This is an optimization exercise on Yosys and OpenROAD, whose aim is small area, not a production implementation. Only simulation tests tie the RTL to the original design; equivalence was not proved.

==> wip/yarrow <==
## act_quant_unit
module act_quant_unit
#(
    parameter int DATA_WIDTH  = 16,
    parameter int ACC_WIDTH   = 32,
    parameter int MATRIX_SIZE = 8,
    parameter int SHIFT_WIDTH = 5
) (
    input  logic                              clk,
    input  logic                              rst_n,
    input  logic                              clear,
    input  logic [MATRIX_SIZE*ACC_WIDTH-1:0]  in_data,
    input  logic                              in_valid,
    input  logic [1:0]                        act_mode,
    input  logic [SHIFT_WIDTH-1:0]            shift,
    input  logic [DATA_WIDTH-1:0]             clip_max,
    output logic [MATRIX_SIZE*DATA_WIDTH-1:0] act_output_data,
    output logic                              act_output_valid,
    output logic [MATRIX_SIZE-1:0]            sat_mask,
    output logic [SAT_CNT_WIDTH-1:0]          sat_count
);
    localparam int DW = DATA_WIDTH;
    logic [3:0] mode_oh;
    assign mode_oh = 4'b0001 << act_mode;
    logic [MATRIX_SIZE*DW-1:0] yp_d, yp_q;
    logic [MATRIX_SIZE-1:0]    inc_d, inc_q, sat_d, sat_q;
    logic                      clamp_q;
    logic [DW-2:0]             k_q;
  ...
Settings: LEC_CHECK=0, ABC_AREA=1, CAP_MARGIN=20, CORE_MARGIN=2, CORE_UTILIZATION=55, SLEW_MARGIN=20; clock period 7.0 ns.
standard.sh (not shown) runs the stock make flow with config.mk's settings and CLKGATE_MAP_FILE= SYNTH_SCRIPT=/design/flow/synth_recipe.tcl, a recipe that flattens the netlist after the stock synthesis.
==> flow/flow/run.sh <==
#!/bin/bash
# Own layout flow: the standard flow with two changes.
#  1. Synthesis maps the logic with an area-oriented ABC script (flow/abc_area.script,
#     used through ABC_AREA=1); everything else in synthesis, including the registers,
#     is the standard synthesis.
#  2. Port buffers are sky130_fd_sc_hd__buf_1 instead of the resizer's default choice.
#  3. Clock tree synthesis builds from clkbuf_4/clkbuf_8 and adds no dummy loads.
# Each tool's full output stays in orfs/logs/; make's output goes to flow_make.log.
set -euo pipefail
W=$PWD
rm -rf "$W/scripts_mod"
cp -r "$FLOW_HOME/scripts" "$W/scripts_mod"
cp "$W/flow/abc_area.script" "$W/scripts_mod/abc_area.script"
export SCRIPTS_DIR="$W/scripts_mod"
export BUFFER_PORTS_ARGS="-buffer_cell sky130_fd_sc_hd__buf_1"
export CTS_ARGS="-sink_clustering_enable -repair_clock_nets -buf_list {sky130_fd_sc_hd__clkbuf_4 sky130_fd_sc_hd__clkbuf_8} -dont_use_dummy_load"
bash "$W/standard.sh" finish > "$W/flow_make.log" 2>&1 || { tail -40 "$W/flow_make.log"; exit 1; }
tail -5 "$W/flow_make.log"
==> flow/flow/abc_area.script <==
&get -n
&st
&deepsyn -T 120
&dch -f
&nf -R 1000 -p
&put
==> wip/indigo (differences from wip/yarrow) <==
==> flow/run.sh (new file) <==
#!/bin/bash
# synth_recipe.tcl (not shown) runs the flow's synth.tcl, then flattens the netlist and writes it again
# the make line also repeats each setting of config.mk as NAME=value (left out here)
make -C /OpenROAD-flow-scripts/flow DESIGN_CONFIG=/design/flow/config.mk WORK_HOME=/design/flow/orfs CLKGATE_MAP_FILE= SYNTH_SCRIPT=/design/flow/synth_recipe.tcl finish
removed: flow/flow/run.sh
removed: flow/flow/abc_area.script
removed: flow/standard.sh
==> load_flow_metrics.sql <==
INSERT INTO impl_metrics (metric_group, metric, value, unit) VALUES
('run_status', 'result_of_the_run', 'no timing/DRC/antenna violations', ''),
('yosys', 'netlist_top_cells_count', '1,921 x nand2_1, 638 x nand3_1, 487 x inv_1', ''),
('global_routing', 'gr-max-usage-layer', 'met1', ''),
('floorplan', 'fp-row-count', '86', ''),
('layout', 'multi_input_gates', '4119', ''),
('critical_path', 'arrival', '6.21', 'ns'),
('yosys', 'net_count_after_synthesis', '5692', ''),
('clock_tree', 'clock_transition_at_the_registers_of_the_reported_paths', '0.08', 'ns'),
('layout', 'post-route-cell-area', '36210', 'µm²'),
('critical_path', 'rr_startpoint', 'sat_q[0]', ''),
('yosys', 'combinational_family_with_the_most_area_after_synthesis', 'simple AND/OR/NAND/NOR gates', ''),
('layout', 'proportion_of_cell_area_occupied_by_multi_input_gates', '0.5660', '');
(the above is from wip/indigo)
==> load_flow_metrics.sql <==
INSERT INTO impl_metrics (metric_group, metric, value, unit) VALUES
('clock_tree', 'clock_transition_at_the_registers_of_the_reported_paths', '0.06', 'ns'),
('clock_tree', 'tritoncts.num_buffers', '43', ''),
('layout', 'multi_input_gates', '2755', ''),
('layout', 'post-route-cell-area', '28110', 'µm²'),
('yosys', 'combinational_family_with_the_most_area_after_synthesis', 'compound AO/OA/AOI/OAI gates', ''),
('critical_path', 'arrival', '6.87', 'ns'),
('run_status', 'result_of_the_run', 'no timing/DRC/antenna violations', ''),
('floorplan', 'fp-row-count', '77', ''),
('yosys', 'netlist_top_cells_count', '599 x nand2_1, 326 x nor2_1, 273 x o21ai_0', ''),
('yosys', 'net_count_after_synthesis', '3568', ''),
('sta', 'worst_hold_slack', '0.4654', 'ns');
(the above is from wip/yarrow)

==> re-timing with driven ports <==
Ports are ideal in the flow. The routed layouts listed here were re-timed in OpenROAD.
Step 1 sets driving cells, clkbuf_16 on the clock port and buf_2 on the other inputs (assumed; they add their load-dependent delay and slew).
Step 2 times the ports against the registers' clock, not the clock port: input delays grow and output delays shrink by t, the midpoint of the rising clock arrivals with the driver on.
a / b / c = ideal ports / drivers / drivers and shift; a / b = the first two.
| run | shift t [ns] | setup WS [ns] | latest minus earliest clock arrival (ns) | cell pins on the clock port's net |
|---|---|---|---|---|
| wip/yarrow | 0.597 | 0.560 / 0.581 / -0.016 | 0.037 / 0.037 | 1 |
| wip/indigo | 0.605 | 1.267 / 1.284 / 0.679 | 0.017 / 0.017 | 1 |
With both steps, setup timing fails in wip/yarrow, where it was met with ideal ports. The setup slack of wip/indigo, which loses most, moves by +0.017 ns with the drivers and by -0.588 ns with both steps.
